From an optimization exercise on the open Yosys and OpenROAD flow, aimed at small area, a short achievable clock period and few clock cycles per item; shortcuts taken in it are not production practice. In this exercise RTL edits were held to simulation tests only and were not proved equivalent to the original. Power and IR drop assume default switching activity.

## mul_top
module mul_top (
    input  logic        clk_i,
    input  logic        rst_i,
    input  logic        req_i,
    input  logic [31:0] op_a_i,
    input  logic [31:0] op_b_i,
    input  logic [2:0]  func3_i,
    output logic        ack_o,
    output logic [31:0] result_o
);
    logic              busy_q;     
    logic              fin_q;      
    logic [2:0]        cnt_q;
    logic              last_q;     
    logic [31:0]       a_q;
    logic              a32_q;      
    logic              ub_q;       
    logic              hi_q;       
    logic [31:0]       lo_q;       
    logic [40:0]       s_q;
    logic [40:0]       c_q;
    logic              cin_q;
    logic [3:0]        bone_q;     
    logic [3:0]        btwo_q;
    logic [3:0]        bneg_q;
    logic [33:0]       a_ext;
    logic [8:0]        win_cap;    
    logic [8:0]        win_nxt;    
    logic [3:0]        cone, ctwo, cneg, none, ntwo, nneg;
    logic [40:0]       s_d;
    logic [40:0]       c_d;
    logic [8:0]        low_sum;
    logic [40:0]       fsum;
    logic              ub_d;
    logic              nxt_extra;
    logic              nxt_last;
    assign a_ext = {a32_q, a32_q, a_q};
    assign ub_d      = op_b_i[31] & ((func3_i == 3'd2) | (func3_i == 3'd3));
    assign nxt_extra = (cnt_q == 3'd3);
    assign nxt_last  = ub_q ? nxt_extra : (cnt_q == 3'd2);
    assign win_cap   = {op_b_i[7:0], 1'b0};
  ...
export LEC_CHECK = 0
export CAP_MARGIN = 20
export CORE_MARGIN = 2
export CORE_UTILIZATION = 45
export CTS_BUF_LIST = sky130_fd_sc_hd__clkbuf_4 sky130_fd_sc_hd__clkbuf_8
export PLACE_DENSITY = 0.6
export SLEW_MARGIN = 20
export TNS_END_PERCENT = 10
create_clock -name core_clock -period 8.2 [get_ports {clk_i}]
standard.sh (not shown) runs the stock make flow with config.mk's settings and CLKGATE_MAP_FILE= SYNTH_SCRIPT=/design/flow/synth_recipe.tcl, a recipe that flattens the netlist after the stock synthesis.
==> flow/flow/run.sh <==
#!/bin/bash
set -euo pipefail
export BUFFER_PORTS_ARGS="-buffer_cell sky130_fd_sc_hd__buf_1"
sed -e 's/ SETUP_SLACK_MARGIN=[^ ]*//' -e 's/ "\${@:-finish}"/ SETUP_SLACK_MARGIN=5.3 "\${@:-finish}"/' standard.sh > standard_margin.sh
grep -q "SETUP_SLACK_MARGIN=5.3" standard_margin.sh
bash standard_margin.sh > standard.log 2>&1
Testbench counts at the start, summed over its fixed seeds: cycles 34,455, items 4,800.
Rerun with:
- CORE_UTILIZATION: 45 -> 40
- TNS_END_PERCENT: 10 -> not set
Result:
- combinational power rose by about 2%
- routed wire length climbs by 4.1%
- power is higher by 0.92%
- hold slack gains 0.0093 ns
- design area increases by 3.0%
- sequential power barely changes
- die area grows by 12%
- utilization decreases by 4.5 points
- flip-flop and latch count does not change
- worst setup slack is about the same
Rerun with:
==> flow/flow/run.sh (replaced) <==
#!/bin/bash
# The standard layout (the standard.sh: same make targets and settings),
# except that the port buffers are the plain buf_1 instead of the buffer
# that buffer_ports picks by default.
set -euo pipefail
export BUFFER_PORTS_ARGS="-buffer_cell sky130_fd_sc_hd__buf_1"
bash standard.sh > standard.log 2>&1
- CORE_UTILIZATION: 40 -> 45
- CTS_BUF_LIST: sky130_fd_sc_hd__clkbuf_4 sky130_fd_sc_hd__clkbuf_8 -> not set
- SETUP_SLACK_MARGIN: not set -> 5
After rerunning: Global-route usage went up by 1.6 points; area after synthesis is unchanged; non-clock buffer count went down by 20; total power went up by about 1.4%.
Rerun with:
==> flow/flow/run.sh (replaced) <==
#!/bin/bash
set -euo pipefail
export BUFFER_PORTS_ARGS="-buffer_cell sky130_fd_sc_hd__buf_1"
sed -e 's/ SETUP_SLACK_MARGIN=[^ ]*//' -e 's/ "\${@:-finish}"/ SETUP_SLACK_MARGIN=5.4 "\${@:-finish}"/' standard.sh > standard_margin.sh
grep -q "SETUP_SLACK_MARGIN=5.4" standard_margin.sh
bash standard_margin.sh > standard.log 2>&1
- CTS_BUF_LIST: not set -> sky130_fd_sc_hd__clkbuf_4 sky130_fd_sc_hd__clkbuf_8
- SETUP_SLACK_MARGIN: 5 -> not set
After rerunning: The new run completed without violations. Combinational power climbs by 9.5%. Global-route usage drops by 0.22 points. Clock skew hardly moves. Final cell count climbs by 1.5%. Worst hold slack gets better by 0.0040 ns. Cell area climbs by 5.9%. Wire length climbs by 5.0%. Clock power drops by 20%. Core utilization climbs by 2.9 points. Die area is unchanged. Fmax climbs by 6.3%.
Rerun with:
==> flow/flow/run.sh (replaced) <==
#!/bin/bash
set -euo pipefail
export BUFFER_PORTS_ARGS="-buffer_cell sky130_fd_sc_hd__buf_1"
sed -e 's/ SETUP_SLACK_MARGIN=[^ ]*//' -e 's/ "\${@:-finish}"/ SETUP_SLACK_MARGIN=5.3 "\${@:-finish}"/' standard.sh > standard_margin.sh
grep -q "SETUP_SLACK_MARGIN=5.3" standard_margin.sh
bash standard_margin.sh > standard.log 2>&1
The changed run ran to the end with no violations; final cell count fell by 1.2%; synthesized cell count does not change; global-route usage is lower by 0.18 points.
Rerun with:
==> flow/flow/run.sh (replaced) <==
#!/bin/bash
# The standard layout (the standard.sh: same make targets and settings),
# except that the port buffers are the plain buf_1 instead of the buffer
# that buffer_ports picks by default.
set -euo pipefail
export BUFFER_PORTS_ARGS="-buffer_cell sky130_fd_sc_hd__buf_1"
bash standard.sh > standard.log 2>&1
- SETUP_SLACK_MARGIN: not set -> 5
Fmax went down by a few percent.
Synthesized area is unchanged.
Clock power decreases by roughly a tenth.

* * *

Starting RTL as in the previous note.
Settings: LEC_CHECK=0, CAP_MARGIN=20, CORE_MARGIN=2, CORE_UTILIZATION=45, CTS_BUF_LIST=sky130_fd_sc_hd__clkbuf_4 sky130_fd_sc_hd__clkbuf_8, PLACE_DENSITY=0.65, SLEW_MARGIN=20; clock period 8.2 ns.
==> flow/flow/run.sh <==
#!/bin/bash
set -euo pipefail
export BUFFER_PORTS_ARGS="-buffer_cell sky130_fd_sc_hd__buf_1"
sed -e 's/ SETUP_SLACK_MARGIN=[^ ]*//' -e 's/ "\${@:-finish}"/ SETUP_SLACK_MARGIN=5.3 "\${@:-finish}"/' standard.sh > standard_margin.sh
grep -q "SETUP_SLACK_MARGIN=5.3" standard_margin.sh
bash standard_margin.sh > standard.log 2>&1
The first run finished clean.
Testbench counts at the start, summed over its fixed seeds: cycles 34,455, items 4,800.
Next try:
==> flow/flow/run.sh (replaced) <==
#!/bin/bash
set -euo pipefail
export BUFFER_PORTS_ARGS="-buffer_cell sky130_fd_sc_hd__buf_1"
sed -e 's/ SETUP_SLACK_MARGIN=[^ ]*//' -e 's/ "\${@:-finish}"/ SETUP_SLACK_MARGIN=5.5 "\${@:-finish}"/' standard.sh > standard_margin.sh
grep -q "SETUP_SLACK_MARGIN=5.5" standard_margin.sh
bash standard_margin.sh > standard.log 2>&1
--- a/flow/config.mk
+++ b/flow/config.mk
@@ -11,3 +11,3 @@
 export CTS_BUF_LIST = sky130_fd_sc_hd__clkbuf_4 sky130_fd_sc_hd__clkbuf_8
-export PLACE_DENSITY = 0.65
+export PLACE_DENSITY = 0.6
 export SLEW_MARGIN = 20
After rerunning: The changed run finished with timing, DRC and antenna clean; utilization climbs by 5.0 points; die area does not change; setup slack stays flat; final area increases by about 10%.
Next try:
==> flow/flow/run.sh (replaced) <==
#!/bin/bash
set -euo pipefail
export BUFFER_PORTS_ARGS="-buffer_cell sky130_fd_sc_hd__buf_1"
sed -e 's/ SETUP_SLACK_MARGIN=[^ ]*//' -e 's/ "\${@:-finish}"/ SETUP_SLACK_MARGIN=5.3 "\${@:-finish}"/' standard.sh > standard_margin.sh
grep -q "SETUP_SLACK_MARGIN=5.3" standard_margin.sh
bash standard_margin.sh > standard.log 2>&1
--- a/flow/config.mk
+++ b/flow/config.mk
@@ -11,2 +11,4 @@
 export CTS_BUF_LIST = sky130_fd_sc_hd__clkbuf_4 sky130_fd_sc_hd__clkbuf_8
+export CTS_CLUSTER_DIAMETER = 100
+export CTS_CLUSTER_SIZE = 30
 export PLACE_DENSITY = 0.6
What happened: Core utilization falls by 4.9 points; synthesized area does not change; total power shrinks by 5.3%; wire length fell by 11%; final cell count fell by 3.5%; worst hold slack got worse by 0.028 ns; sequential share of layout area rises by 2.0 points; critical path depth falls by 1.

-- what the ideal ports hide --
The flow's constraints put no driver on any port. The routed layouts listed below were extracted and timed again, unchanged, in two steps.
Step 1 assumes that a clkbuf_16 drives the clock port and a buf_2 every other input.
Step 2 times the ports against the registers' clock, not the clock port: input delays grow and output delays shrink by t, the midpoint of the rising clock arrivals with the driver on.
Three values: no drivers, after step 1, after step 2; two values: the first two.
run | t (ns) | setup slack, ns | worst hold slack (ns) | clock arrival spread, ns | cell pins on the clock port's net
the first run of note 1 | 0.520 | 5.202 / 5.202 / 5.202 | 0.457 / 0.457 / 0.457 | 0.021 / 0.021 | 1
the second run of note 1 | 0.524 | 5.200 / 5.200 / 5.200 | 0.466 / 0.466 / 0.466 | 0.023 / 0.023 | 1
the third run of note 1 | 0.479 | 5.101 / 5.101 / 5.101 | 0.452 / 0.452 / 0.452 | 0.015 / 0.015 | 1
the fourth run of note 1 | 0.526 | 5.284 / 5.284 / 5.284 | 0.456 / 0.456 / 0.456 | 0.015 / 0.016 | 1
the fifth run of note 1 | 0.511 | 5.297 / 5.297 / 5.297 | 0.454 / 0.454 / 0.454 | 0.017 / 0.016 | 1
the sixth run of note 1 | 0.500 | 5.121 / 5.121 / 5.121 | 0.457 / 0.457 / 0.457 | 0.021 / 0.020 | 1
the first run of note 2 | 0.530 | 5.274 / 5.274 / 5.274 | 0.457 / 0.457 / 0.457 | 0.026 / 0.027 | 1
the second run of note 2 | 0.532 | 5.277 / 5.277 / 5.277 | 0.482 / 0.482 / 0.482 | 0.022 / 0.022 | 1
the third run of note 2 | 0.511 | 5.297 / 5.297 / 5.297 | 0.454 / 0.454 / 0.454 | 0.017 / 0.016 | 1
After both steps setup and hold are still met in every run listed.
